Context: an optimization exercise on an open-source flow, tuned for small area. The choices shown serve that exercise and are no tape-out recipe.
The RTL was checked by simulation tests, not by an equivalence proof against the original design.
Power is estimated from default activity; no workload was simulated.

## config.mk

```make
export PLATFORM = sky130hd
export DESIGN_NAME = midi_synth
export DESIGN_NICKNAME = midi_synth
export VERILOG_FILES = /design/flow/design.v
export SDC_FILE = /design/flow/constraint.sdc
export NUM_CORES = 4
export LEC_CHECK = 0
export CAP_MARGIN = 20
export CORE_MARGIN = 2
export CORE_UTILIZATION = 40
export SLEW_MARGIN = 20
```

## constraint.sdc

```tcl
create_clock -name core_clock -period 12.0 [get_ports {clock}]
set_input_delay 2.4000 -clock core_clock [delete_from_list [all_inputs] [get_ports {clock}]]
set_output_delay 2.4000 -clock core_clock [all_outputs]
set_load 0.01 [all_outputs]
```

## design.v

```verilog
package synth_pkg;
	typedef logic [7:0] note_t;
	typedef logic [23:0] phase_inc_t;
	typedef logic [23:0] phase_t;
	typedef logic signed [15:0] sample_t;
	typedef logic [1:0] wave_sel_t;
	typedef logic [7:0] axil_addr_t;
	typedef logic [31:0] axil_data_t;
	typedef logic [3:0] axil_strb_t;
	typedef logic [1:0] axil_resp_t;
	localparam axil_resp_t resp_okay = 2'b00;
	localparam axil_resp_t resp_slverr = 2'b10;
	localparam wave_sel_t wave_square = 2'd0;
	localparam wave_sel_t wave_saw = 2'd1;
	localparam wave_sel_t wave_triangle = 2'd2;
	localparam wave_sel_t wave_sine = 2'd3;
	typedef struct packed {
		logic [7:0] unused;
		logic [3:0] status;
		logic [3:0] channel;
		note_t note;
		logic [7:0] value;
	} midi_msg_t;
	localparam logic [3:0] midi_note_on = 4'h9;
	localparam logic [3:0] midi_note_off = 4'h8;
	localparam logic [3:0] midi_pitch_bend = 4'hE;
	typedef enum logic [2:0] {
		idle,
		base_lookup,
		next_lookup,
		playing
	} control_state_t;
	typedef struct packed {
		logic active;
		logic [2:0] state;
		note_t note;
		logic [19:0] inc_high;
	} synth_status_t;
	localparam axil_addr_t reg_midi = 8'h00;
	localparam axil_addr_t reg_wave = 8'h04;
	localparam axil_addr_t reg_status = 8'h08;
	localparam axil_addr_t reg_increment = 8'h0C;
	localparam axil_addr_t reg_snapshot = 8'h10;
endpackage
`timescale 1ns/10ps
module pitch_table (
	input synth_pkg::note_t lookup_note,
	output synth_pkg::phase_inc_t lookup_inc
);
	synth_pkg::phase_inc_t top_octave;
	synth_pkg::note_t clamped;
	logic [3:0] octave;
	synth_pkg::note_t semitone;
	always_comb begin
		clamped = (lookup_note > 8'd127) ? 8'd127 : lookup_note;
		octave = 4'd0;
		for (int o = 1; o <= 10; o++) begin
			if (clamped >= 8'(12 * o)) begin
				octave = 4'(o);
			end
		end
		semitone = clamped - 8'(12 * octave);
		case (semitone[3:0])
			4'd0: top_octave = 24'd2926232;
			4'd1: top_octave = 24'd3100235;
			4'd2: top_octave = 24'd3284584;
			4'd3: top_octave = 24'd3479896;
			4'd4: top_octave = 24'd3686821;
			4'd5: top_octave = 24'd3906052;
			4'd6: top_octave = 24'd4138318;
			4'd7: top_octave = 24'd4384394;
			4'd8: top_octave = 24'd4645104;
			4'd9: top_octave = 24'd4921316;
			4'd10: top_octave = 24'd5213951;
			4'd11: top_octave = 24'd5524015;
			default: top_octave = 24'd0;
		endcase
		lookup_inc = top_octave >> (4'd10 - octave);
	end
endmodule
`timescale 1ns/10ps
module synth_control (
	input logic clock,
	input logic reset,
	input logic midi_valid,
	input synth_pkg::midi_msg_t midi_msg,
	output synth_pkg::note_t lookup_note,
	input synth_pkg::phase_inc_t lookup_inc,
	output logic busy,
	output synth_pkg::synth_status_t status,
	output synth_pkg::phase_inc_t increment
);
	synth_pkg::control_state_t state;
	synth_pkg::note_t cur_note;
	logic active;
	synth_pkg::phase_inc_t base_inc;
	synth_pkg::phase_inc_t delta_inc;
	logic [7:0] bend_amount;
	logic [31:0] bend_scaled;
	synth_pkg::phase_inc_t bent_inc;
	assign lookup_note = (state == synth_pkg::next_lookup) ? cur_note + 8'd1 : cur_note;
	assign busy = (state == synth_pkg::base_lookup) || (state == synth_pkg::next_lookup);
	always_comb begin
		if (midi_msg.value >= 8'd64) begin
			bend_amount = midi_msg.value - 8'd64;
		end else begin
			bend_amount = 8'd64 - midi_msg.value;
		end
		bend_scaled = (32'(bend_amount) * 32'(delta_inc)) >> 4;
		if (midi_msg.value >= 8'd64) begin
			bent_inc = base_inc + bend_scaled[23:0];
		end else begin
			bent_inc = base_inc - bend_scaled[23:0];
		end
	end
	always_ff @(posedge clock) begin
		if (reset) begin
			state <= synth_pkg::idle;
			cur_note <= '0;
			active <= 1'b0;
			increment <= '0;
		end else begin
			case (state)
				synth_pkg::base_lookup: begin
					base_inc <= lookup_inc;
					state <= synth_pkg::next_lookup;
				end
				synth_pkg::next_lookup: begin
					delta_inc <= lookup_inc - base_inc;
					increment <= base_inc;
					active <= 1'b1;
					state <= synth_pkg::playing;
				end
				default: begin
					if (midi_valid) begin
						case (midi_msg.status)
							synth_pkg::midi_note_on: begin
								cur_note <= midi_msg.note;
								state <= synth_pkg::base_lookup;
							end
							synth_pkg::midi_note_off: begin
								if (active && midi_msg.note == cur_note) begin
									active <= 1'b0;
									increment <= '0;
									state <= synth_pkg::idle;
								end
							end
							synth_pkg::midi_pitch_bend: begin
								if (active) begin
									increment <= bent_inc;
								end
							end
							default: begin
							end
						endcase
					end
				end
			endcase
		end
	end
	assign status.active = active;
	assign status.state = state;
	assign status.note = cur_note;
	assign status.inc_high = increment[23:4];
endmodule
`timescale 1ns/10ps
module synth_axil_regs (
	input logic clock,
	input logic reset,
	input synth_pkg::axil_addr_t awaddr,
	input logic awvalid,
	output logic awready,
	input synth_pkg::axil_data_t wdata,
	input synth_pkg::axil_strb_t wstrb,
	input logic wvalid,
	output logic wready,
	output synth_pkg::axil_resp_t bresp,
	output logic bvalid,
	input logic bready,
	input synth_pkg::axil_addr_t araddr,
	input logic arvalid,
	output logic arready,
	output synth_pkg::axil_data_t rdata,
	output synth_pkg::axil_resp_t rresp,
	output logic rvalid,
	input logic rready,
	input logic busy,
	input synth_pkg::synth_status_t status,
	input synth_pkg::phase_inc_t increment,
	input synth_pkg::phase_t phase,
	input synth_pkg::sample_t sample,
	output logic midi_valid,
	output synth_pkg::midi_msg_t midi_msg,
	output synth_pkg::wave_sel_t wave_sel
);
	logic write_fire;
	logic read_fire;
	logic write_known;
	logic read_known;
	assign awready = awvalid && wvalid && !bvalid && !busy;
	assign wready = awready;
	assign write_fire = awready;
	assign arready = !rvalid;
	assign read_fire = arvalid && arready;
	always_comb begin
		write_known = (awaddr == synth_pkg::reg_midi) || (awaddr == synth_pkg::reg_wave) ||
			(awaddr == synth_pkg::reg_status) || (awaddr == synth_pkg::reg_increment) ||
			(awaddr == synth_pkg::reg_snapshot);
		read_known = (araddr == synth_pkg::reg_midi) || (araddr == synth_pkg::reg_wave) ||
			(araddr == synth_pkg::reg_status) || (araddr == synth_pkg::reg_increment) ||
			(araddr == synth_pkg::reg_snapshot);
	end
	always_ff @(posedge clock) begin
		if (reset) begin
			bvalid <= 1'b0;
			midi_valid <= 1'b0;
			wave_sel <= synth_pkg::wave_square;
		end else begin
			midi_valid <= 1'b0;
			if (write_fire) begin
				bvalid <= 1'b1;
				if (awaddr == synth_pkg::reg_midi) begin
					midi_valid <= 1'b1;
				end
				if (awaddr == synth_pkg::reg_wave && wstrb[0]) begin
					wave_sel <= wdata[1:0];
				end
			end else if (bready) begin
				bvalid <= 1'b0;
			end
		end
	end
	always_ff @(posedge clock) begin
		if (write_fire) begin
			bresp <= write_known ? synth_pkg::resp_okay : synth_pkg::resp_slverr;
			midi_msg <= wdata;
		end
	end
	always_ff @(posedge clock) begin
		if (reset) begin
			rvalid <= 1'b0;
		end else if (read_fire) begin
			rvalid <= 1'b1;
		end else if (rready) begin
			rvalid <= 1'b0;
		end
	end
	always_ff @(posedge clock) begin
		if (read_fire) begin
			rresp <= read_known ? synth_pkg::resp_okay : synth_pkg::resp_slverr;
			case (araddr)
				synth_pkg::reg_wave: rdata <= {30'd0, wave_sel};
				synth_pkg::reg_status: rdata <= status;
				synth_pkg::reg_increment: rdata <= {8'd0, increment};
				synth_pkg::reg_snapshot: rdata <= {phase[23:8], sample};
				default: rdata <= '0;
			endcase
		end
	end
endmodule
`timescale 1ns/10ps
module oscillator #(
	parameter int sample_div = 16
) (
	input logic clock,
	input logic reset,
	input synth_pkg::phase_inc_t increment,
	input synth_pkg::wave_sel_t wave_sel,
	output synth_pkg::phase_t phase,
	output synth_pkg::sample_t sample
);
	localparam int count_bits = (sample_div > 1) ? $clog2(sample_div) : 1;
	logic [count_bits-1:0] tick_count;
	logic tick;
	logic [15:0] p;
	synth_pkg::sample_t saw;
	logic [15:0] folded;
	synth_pkg::sample_t tri_wave;
	logic signed [16:0] sine_gap;
	logic signed [32:0] sine_prod;
	assign tick = (tick_count == count_bits'(sample_div - 1));
	always_ff @(posedge clock) begin
		if (reset) begin
			tick_count <= '0;
			phase <= '0;
		end else begin
			if (tick) begin
				tick_count <= '0;
				phase <= phase + increment;
			end else begin
				tick_count <= tick_count + 1'b1;
			end
		end
	end
	assign p = phase[23:8];
	always_comb begin
		saw = {~p[15], p[14:0]};
		folded = saw[15] ? ~saw : saw;
		tri_wave = {~folded[14], folded[13:0], 1'b0};
		sine_gap = 17'sd32767 - $signed({1'b0, folded});
		sine_prod = saw * sine_gap;
		case (wave_sel)
			synth_pkg::wave_square: sample = p[15] ? -16'sd32768 : 16'sd32767;
			synth_pkg::wave_saw: sample = saw;
			synth_pkg::wave_triangle: sample = tri_wave;
			default: sample = sine_prod[28:13];
		endcase
	end
endmodule
`timescale 1ns/10ps
module pwm_modulator #(
	parameter int pwm_bits = 8
) (
	input logic clock,
	input logic reset,
	input synth_pkg::sample_t sample,
	output logic audio_pwm,
	output logic audio_enable
);
	logic [pwm_bits-1:0] count;
	logic [pwm_bits-1:0] level;
	logic [pwm_bits-1:0] next_level;
	assign next_level = {~sample[15], sample[14 -: pwm_bits-1]};
	always_ff @(posedge clock) begin
		if (reset) begin
			count <= '0;
			level <= '0;
		end else begin
			count <= count + 1'b1;
			if (count == '1) begin
				level <= next_level;
			end
		end
	end
	assign audio_pwm = (count < level);
	assign audio_enable = !reset;
endmodule
`timescale 1ns/10ps
module midi_synth #(
	parameter int sample_div = 16,
	parameter int pwm_bits = 8
) (
	input logic clock,
	input logic reset,
	input synth_pkg::axil_addr_t awaddr,
	input logic awvalid,
	output logic awready,
	input synth_pkg::axil_data_t wdata,
	input synth_pkg::axil_strb_t wstrb,
	input logic wvalid,
	output logic wready,
	output synth_pkg::axil_resp_t bresp,
	output logic bvalid,
	input logic bready,
	input synth_pkg::axil_addr_t araddr,
	input logic arvalid,
	output logic arready,
	output synth_pkg::axil_data_t rdata,
	output synth_pkg::axil_resp_t rresp,
	output logic rvalid,
	input logic rready,
	output logic audio_pwm,
	output logic audio_enable
);
	logic midi_valid;
	synth_pkg::midi_msg_t midi_msg;
	synth_pkg::wave_sel_t wave_sel;
	logic busy;
	synth_pkg::synth_status_t status;
	synth_pkg::phase_inc_t increment;
	synth_pkg::note_t lookup_note;
	synth_pkg::phase_inc_t lookup_inc;
	synth_pkg::phase_t phase;
	synth_pkg::sample_t sample;
	synth_axil_regs u_regs (
		.clock(clock), .reset(reset),
		.awaddr(awaddr), .awvalid(awvalid), .awready(awready),
		.wdata(wdata), .wstrb(wstrb), .wvalid(wvalid), .wready(wready),
		.bresp(bresp), .bvalid(bvalid), .bready(bready),
		.araddr(araddr), .arvalid(arvalid), .arready(arready),
		.rdata(rdata), .rresp(rresp), .rvalid(rvalid), .rready(rready),
		.busy(busy), .status(status), .increment(increment),
		.phase(phase), .sample(sample),
		.midi_valid(midi_valid), .midi_msg(midi_msg), .wave_sel(wave_sel)
	);
	synth_control u_control (
		.clock(clock), .reset(reset),
		.midi_valid(midi_valid), .midi_msg(midi_msg),
		.lookup_note(lookup_note), .lookup_inc(lookup_inc),
		.busy(busy), .status(status), .increment(increment)
	);
	pitch_table u_pitch_table (
		.lookup_note(lookup_note),
		.lookup_inc(lookup_inc)
	);
	oscillator #(.sample_div(sample_div)) u_oscillator (
		.clock(clock), .reset(reset),
		.increment(increment), .wave_sel(wave_sel),
		.phase(phase), .sample(sample)
	);
	pwm_modulator #(.pwm_bits(pwm_bits)) u_pwm (
		.clock(clock), .reset(reset),
		.sample(sample),
		.audio_pwm(audio_pwm), .audio_enable(audio_enable)
	);
endmodule
```

## run.sh

```bash
#!/bin/bash
# synth_recipe.tcl (not shown) runs the flow's synth.tcl, then flattens the netlist and writes it again
# the make line also repeats each setting of config.mk as NAME=value (left out here)
make -C /OpenROAD-flow-scripts/flow DESIGN_CONFIG=/design/flow/config.mk WORK_HOME=/design/flow/orfs CLKGATE_MAP_FILE= SYNTH_SCRIPT=/design/flow/synth_recipe.tcl finish
```

==> flow_summary.yaml <==
sta:
  finalCritPeriodShare_pct: 81.56
  max-slew-margin-rel_pct: 28.07
  drv_slew: 0
  worstMarginPinSlew_ps: 1075
  hold_violations: 0
  rsz0062_at_grt: "no"
  fin_crit_ps: 9787
  fin_tns_setup_ps: 0
  clock-skew-final_ps: 14.43
  fmax_mhz: 102.2
  setup_viol: 0
route:
  drtAntennaViolNets: 0
  drc: 0
  wl_per_cell_um: 18.21
  drt-initial-drc-count: 1474
  vias: 22320
  drt_pass1_iterations: 5
  routed_wirelength_mm: 74.52
  routed_via_density: 5.452
setup_path:
  r2r-end: "u_control.increment[23]"
  rr_startpoint: "u_regs.midi_msg[7]"
  worst-path-buf-inv: 4
  critical_path.most_common_cell: "fa_1"
  cp_top_family: "adder cells"
  worstPathRequired_ps: 12450
  slowest_delay_ps: 660
  cpMaxStageDelayCell: "xnor2_2"
  end_kind: "flip-flop"
  reg2reg_slack_ps: 2210
  cp-startpoint: "u_regs.midi_msg[7]"
  critPathCapture: "u_control.increment[23]"
  path_max_fanout: 22
  r2r_cells: 33
  worstPathArrival_ps: 10230
  cp_num_cells: 33
  crit_type: "reg2reg"
  start_kind: "flip-flop"
floorplanning:
  core_area_um2: 68350
  die_x_um: 266.1
  num_rows: 96
  die_area_um2: 70790
  die_y_um: 266.1
  initial_core_util_pct: 40.20
  ios: 102
final_layout:
  drive_gt1_share_pct: 4.173
  fill_cells: 6777
  area_delta_synth_final_pct: 8.626
  nets: 3821
  diodes: 0
  finalInstanceArea_um2: 29840
  multi_input_area_um2: 20440
  seqCellArea_um2: 4715
power_and_ir_drop:
  max-vdd-ir-drop_uv: 125.5
  fin_total_pwr_mw: 3.337
  powerDensity_nw_per_um2: 111.8
  leakage_nw: 13.02
placed_design:
  dp_hpwl_mm: 57.58
  dpl-instance-area_um2: 29200
  gp_congestion: 0.8977
  io_buffer_count: 84
cts:
  path_clk_slew_ps: 90
  cts-root-buf: "clkbuf_16"
  cts_num_sinks: 185
  cts_hold_buf: 0
  clockBufferDepth: 2
  cts.htree.levels: 4
  cts_buffers: 17
  cts_tree: "yes"
  cts-resized-gates: 0
  post-cts-setup-buffer-count: 0
  clk_latency_ps: 500
global_routing:
  grt_pass1_wl_mm: 122.0
  grt_max_degree: 72
  grt_util_all_layers_pct: 21.89
  grt_pass1_vias: 22120
  gr-total-overflow: 0
  antenna_found_initial: 2
status:
  outcome: "no timing/DRC/antenna violations"
synthesis:
  synth_cell_types: 90
  yosysSeqAreaShare_pct: 17.16
  synthTopCellsByArea: "fa_1, ha_1, edfxtp_1"
  ys_ff_latch: 185
  syn_inst: 3194
  ys.flop_type: "edfxtp_1"
  yosysTopAreaCell: "fa_1"
  avgSynthCellArea_um2: 8.601
  synth_top_cell_area_share_pct: 22.52
  yosys_warnings: 5
  synth_most_common_cell: "inv_1"
  synth-edff-count: 101
  synth_common_cells: "inv_1, nand2_1, fa_1, ha_1, nor2_1"
  synth.cell_area_um2: 27470
  synthArstFlopShare_pct: 0
flow_run:
  cap_violations: 0
hold_path:
  min_from: "u_oscillator.phase[2]"
  hold_class: "reg2reg"
## state kept, by name, summed over array words and instances (netlist names), 2 cells and up
| name | cells |
|---|---|
| u_oscillator.tick_count | 4 |
| u_control.increment | 24 |
| u_regs.rdata | 32 |
| u_control.delta_inc | 24 |
| u_pwm.count | 8 |
| u_control.base_inc | 23 |
| u_oscillator.phase | 24 |
| u_control.cur_note | 8 |
| u_control.state | 2 |
| u_regs.wave_sel | 2 |
| u_regs.midi_msg | 20 |
| u_pwm.level | 8 |
## worst register-to-register path: cells and delay by family, from the launching register on
kind	cells	cell delay, ps
flops	1	340
simple gates	10	2080
buf+inv	4	730
xor+xnor	3	1110
fa+ha+maj	6	2880
compound gates	8	2000
mux	2	610
## power breakdown
part           leakage (nW)  internal, mW  total, mW  switching, mW
sequential             1.62         0.675      0.682        0.00722
clock                 0.310         0.305      0.628          0.323
combinational          11.1         0.829       2.03           1.20
## layout make-up
type / instances / area share, %
inverter: 474 / 5.962
timing repair buffer: 127 / 3.882
tap: 882 / 3.698
clock buffer: 17 / 1.426
multi-input combinational: 2393 / 68.51
sequential: 185 / 15.80
clock inverter: 15 / 0.7253
## cells by family (layout without fill, tap and decap cells)
group,count (synthesis),in the layout,synth area share (%)
adder cells (fa/ha/maj),565,565,34.17
multiplexers,76,76,3.015
XOR/XNOR,141,141,4.573
AO/OA/AOI/OAI,594,594,14.25
buffers and inverters,617,633,8.558
other,1,2,0.01365
flip-flops,185,185,17.16
AND/OR/NAND/NOR,1015,1015,18.26
## through the flow
step                      utilization [%]  hold WS [ps]  instances  worst slack (ps)
after floorplan                         -         425.2       3195              3899
after global placement              42.72         444.4       4061              2484
after detailed placement            42.72         452.4       4061              2437
after CTS                           43.66         465.0       4093              2386
after global routing                43.66         494.0       4093              1451
final                               43.66         465.6       4093              2213
## layout by cell type (no fill, tap or decap), types with 11 or more instances in the layout
cell	n
nand2b_1	33
nor2_1	188
a22oi_1	11
nor3_1	55
nand4_1	18
mux2_2	14
a211oi_1	25
o22ai_1	31
buf_4	43
or2_2	15
o31ai_1	13
xnor2_1	94
inv_1	473
ha_1	255
fa_1	309
clkbuf_16	17
and3_1	31
nand2_1	321
a21o_1	36
mux2i_1	58
and2_1	132
clkdlybuf4s50_1	83
o211ai_1	21
a21oi_1	151
nand3_1	54
a31oi_1	20
a221oi_1	20
edfxtp_1	101
dfxtp_1	84
o21ai_0	130
or3_1	27
nor2b_1	92
xor2_1	43
o21a_1	26
## per-layer routing
metal / GRT usage [%] / share of wire (%) / up-vias
li1: - / - / 10700
met1: 30.16 / 47 / 10930
met2: 34.51 / 45 / 565
met3: 3.688 / 5.1 / 122
met4: 8.093 / 3.6 / 0
met5: 0 / 0 / -
## worst min-delay path by stage
stage	end	slack, ps	depth (start not counted)
2_1_floorplan	u_pwm.count[0]	430	1
3_3_place_gp	u_oscillator.phase[2]	440	2
3_5_place_dp	u_oscillator.phase[2]	450	2
4_1_cts	u_oscillator.phase[2]	460	2
5_1_grt	u_oscillator.phase[0]	490	2
6_report	u_oscillator.phase[2]	470	2

[re-timing with driven ports]
The flow's constraints put no driver on any port. The routed layout listed below was extracted and timed again, unchanged, in two steps.
Step 1, drivers: a clkbuf_16 drives clock and a buf_2 each remaining input, both assumed.
Step 2 moves the port delays by t, midway between the first and last clock arrival at a register: inputs arrive t later, outputs are due t later. That takes back most of the time a late clock gives input paths.
Three values: no drivers, after step 1, after step 2; two values: the first two.
t (ns): 0.554
slack for setup (ns): 2.213 / 2.213 / 2.213
hold slack, ns: 0.466 / 0.466 / 0.466
slew at the worst register clock pin (ns): 0.09 / 0.09
worst data-port slew with drivers (ns): 0.05
After both steps this run still meets setup and hold. The setup slack of this run moves by 0.000 ns with the drivers and by 0.000 ns with both steps.
